Source: an optimization exercise on an open RTL-to-GDS flow (aim: small area, a short achievable clock period and few clock cycles). Production flows keep margins and buffers that such runs may drop. In this exercise RTL edits were held to simulation tests only and were not proved equivalent to the original.

== alpha ==
Design conv_layer_top, start of the top module:
module conv_layer_top (
  input  wire                                 clk,
  input  wire                                 reset,
  input  wire                                 ld_req,
  input  wire [4-1:0]              ld_addr,
  input  wire [4*16-1:0]  ld_data,
  input  wire                                 start_req,
  input  wire [4-1:0]              rd_addr,
  output logic                                ld_ack,
  output logic                                start_ack,
  output logic [4*16-1:0] rd_data
);
Size: ~8300 cells after synthesis, roughly 2900 flip-flops, ~140 I/O pins, roughly 120000 µm² of cells after synthesis.
clock: 11.0 ns
lec_check: 0
abc_clock_period_in_ps: 4000
cap_margin: 20
core_margin: 2
core_utilization: 40
cts_buf_list: sky130_fd_sc_hd__clkbuf_4 sky130_fd_sc_hd__clkbuf_8
place_density: 0.6
setup_slack_margin: 5
slew_margin: 20
standard.sh (not shown) runs the stock make flow with config.mk's settings and CLKGATE_MAP_FILE= SYNTH_SCRIPT=/design/flow/synth_recipe.tcl, a recipe that flattens the netlist after the stock synthesis.
==> flow/flow/run.sh <==
#!/bin/bash
set -euo pipefail
MARGIN=7
sed -e "s/ SETUP_SLACK_MARGIN=[0-9.]*//" -e "s/ \"\${@:-finish}\"/ SETUP_SLACK_MARGIN=${MARGIN} \"\${@:-finish}\"/" standard.sh > standard_margin.sh
grep -q "SETUP_SLACK_MARGIN=${MARGIN}" standard_margin.sh
bash standard_margin.sh > standard.log 2>&1
Testbench counts of alpha, summed over its fixed seeds: cycles 3,264.
What beta does differently from alpha at the input level:
- swapping sky130_fd_sc_hd__clkbuf_4 sky130_fd_sc_hd__clkbuf_8 for sky130_fd_sc_hd__clkbuf_8 sky130_fd_sc_hd__clkbuf_16 in CTS_BUF_LIST
- swapping 40 for 60 in CORE_UTILIZATION
- swapping 0.6 for 0.72 in PLACE_DENSITY
- putting CTS_CLUSTER_SIZE at 20 where nothing was set
- putting CTS_CLUSTER_DIAMETER at 60 where nothing was set
Findings:
Taking alpha as the reference, in beta count of instances resized after the clock tree is built lost about 20%, detailed router's first-iteration violation count picked up an extra 1475, via count lost about 0.4%, maximum number of pins on one net before global-route repair picked up an extra 2, share of the clock period used by the worst path after layout picked up an extra 0.43 points.
beta vs alpha: met3 track utilization from global routing up
beta ends up with lower wire length of the first global-routing pass than alpha does.
Here is what was changed in the inputs of gamma compared with beta.
- PLACE_DENSITY changed from 0.72 to 0.6
- CORE_UTILIZATION changed from 60 to 40
[summary]
gamma reached the end of the flow, and the finished layout is clean on the timing, DRC and antenna checks.
Global routing met1 resource utilization for gamma: 13 points down relative to beta
From beta to gamma the numbers moved as follows: wire length went up about 6%; signed area change from the synthesized netlist to the final layout +1.5 points; clock distribution area overhead in the final layout held; number of gates resized after cts shows an increase of 15%.
Inputs modified between gamma and delta:
==> flow/flow/run.sh <==
#!/bin/bash
set -euo pipefail
MARGIN=7
export BUFFER_PORTS_ARGS="-buffer_cell sky130_fd_sc_hd__buf_4"
sed -e "s/ SETUP_SLACK_MARGIN=[0-9.]*//" -e "s/ \"\${@:-finish}\"/ SETUP_SLACK_MARGIN=${MARGIN} \"\${@:-finish}\"/" standard.sh > standard_margin.sh
grep -q "SETUP_SLACK_MARGIN=${MARGIN}" standard_margin.sh
bash standard_margin.sh > standard.log 2>&1
==> comparison <==
gamma → delta: final-stage net count down about 0.6%.
Compared delta vs gamma, and design area is down in delta.
delta: combined buffer and inverter count along the critical path 2 above gamma
As far as multi-input gate count goes, delta and gamma are indistinguishable; the numbers are identical.

* * *

Another version of the RTL of conv_layer_top (not shown whole).
Size: ~2900 flip-flops.
// conv_layer_top
module conv_layer_top (
  input  wire                                 clk,
  input  wire                                 reset,
  input  wire                                 ld_req,
  input  wire [4-1:0]              ld_addr,
  input  wire [4*16-1:0]  ld_data,
  input  wire                                 start_req,
  input  wire [4-1:0]              rd_addr,
  output logic                                ld_ack,
  output logic                                start_ack,
  output logic [4*16-1:0] rd_data
);
clock: 11.0 ns
lec_check: 0
abc_clock_period_in_ps: 4000
cap_margin: 20
core_margin: 2
core_utilization: 40
cts_buf_list: sky130_fd_sc_hd__clkbuf_8 sky130_fd_sc_hd__clkbuf_16
cts_cluster_diameter: 60
cts_cluster_size: 20
place_density: 0.6
setup_slack_margin: 5
slew_margin: 20
==> flow/flow/run.sh <==
#!/bin/bash
set -euo pipefail
MARGIN=7.2
export BUFFER_PORTS_ARGS="-buffer_cell sky130_fd_sc_hd__buf_4"
sed -e "s/ SETUP_SLACK_MARGIN=[0-9.]*//" -e "s/ \"\${@:-finish}\"/ SETUP_SLACK_MARGIN=${MARGIN} \"\${@:-finish}\"/" standard.sh > standard_margin.sh
grep -q "SETUP_SLACK_MARGIN=${MARGIN}" standard_margin.sh
bash standard_margin.sh > standard.log 2>&1
The first run completed with no timing, DRC or antenna violations.
Testbench counts at the start, summed over its fixed seeds: cycles 3,264.
Edit:
--- a/flow/flow/run.sh
+++ b/flow/flow/run.sh
@@ -2,3 +2,3 @@
 set -euo pipefail
-MARGIN=7.2
+MARGIN=7
 export BUFFER_PORTS_ARGS="-buffer_cell sky130_fd_sc_hd__buf_4"
Outcome:
- design area is lower by 1.5%
- die area is unchanged
- setup slack is worse by 0.17 ns
- clock skew is lower by 0.019 ns
- cell count is lower by 0.92%
- non-clock buffer count is lower by 141
- clock-buffer cell count is higher by 7
- worst hold slack is better by 0.0040 ns

[afterwards: timing with drivers on the ports]
How much do the figures lean on ideal ports? The routed layouts below were timed once more, with nothing changed but the port constraints.
Step 1, drivers: a clkbuf_16 drives clk and a buf_2 each remaining input, both assumed.
Step 2 adds t to the input delays and takes it off the output delays; t is the mean of the earliest and latest rising clock arrival at the registers after step 1. Input paths then give back, and output paths get back, about the clock's delay inside the block.
Slacks: no drivers / after step 1 / after step 2; pairs: no drivers / after step 1.
| run | t, ns | setup slack, ns | clock arrival spread, ns | slew at the worst register clock pin (ns) | worst slew at a driven data input, ns |
|---|---|---|---|---|---|
| alpha | 1.137 | 6.994 / 6.938 / 5.851 | 0.133 / 0.133 | 0.07 / 0.07 | 0.17 |
| beta | 0.954 | 6.947 / 7.000 / 6.047 | 0.059 / 0.059 | 0.09 / 0.09 | 0.09 |
| gamma | 1.007 | 6.985 / 6.936 / 5.929 | 0.144 / 0.144 | 0.09 / 0.09 | 0.18 |
| delta | 1.010 | 7.030 / 6.930 / 5.968 | 0.109 / 0.109 | 0.09 / 0.09 | 0.17 |
| the first run of note 2 | 1.002 | 6.910 / 6.910 / 5.973 | 0.104 / 0.104 | 0.09 / 0.09 | 0.12 |
| the second run of note 2 | 1.004 | 6.744 / 6.746 / 5.741 | 0.098 / 0.099 | 0.09 / 0.09 | 0.12 |
After both steps every run listed still meets setup and hold. The setup slack of alpha, which loses most, moves by -0.056 ns with the drivers and by -1.143 ns with both steps.
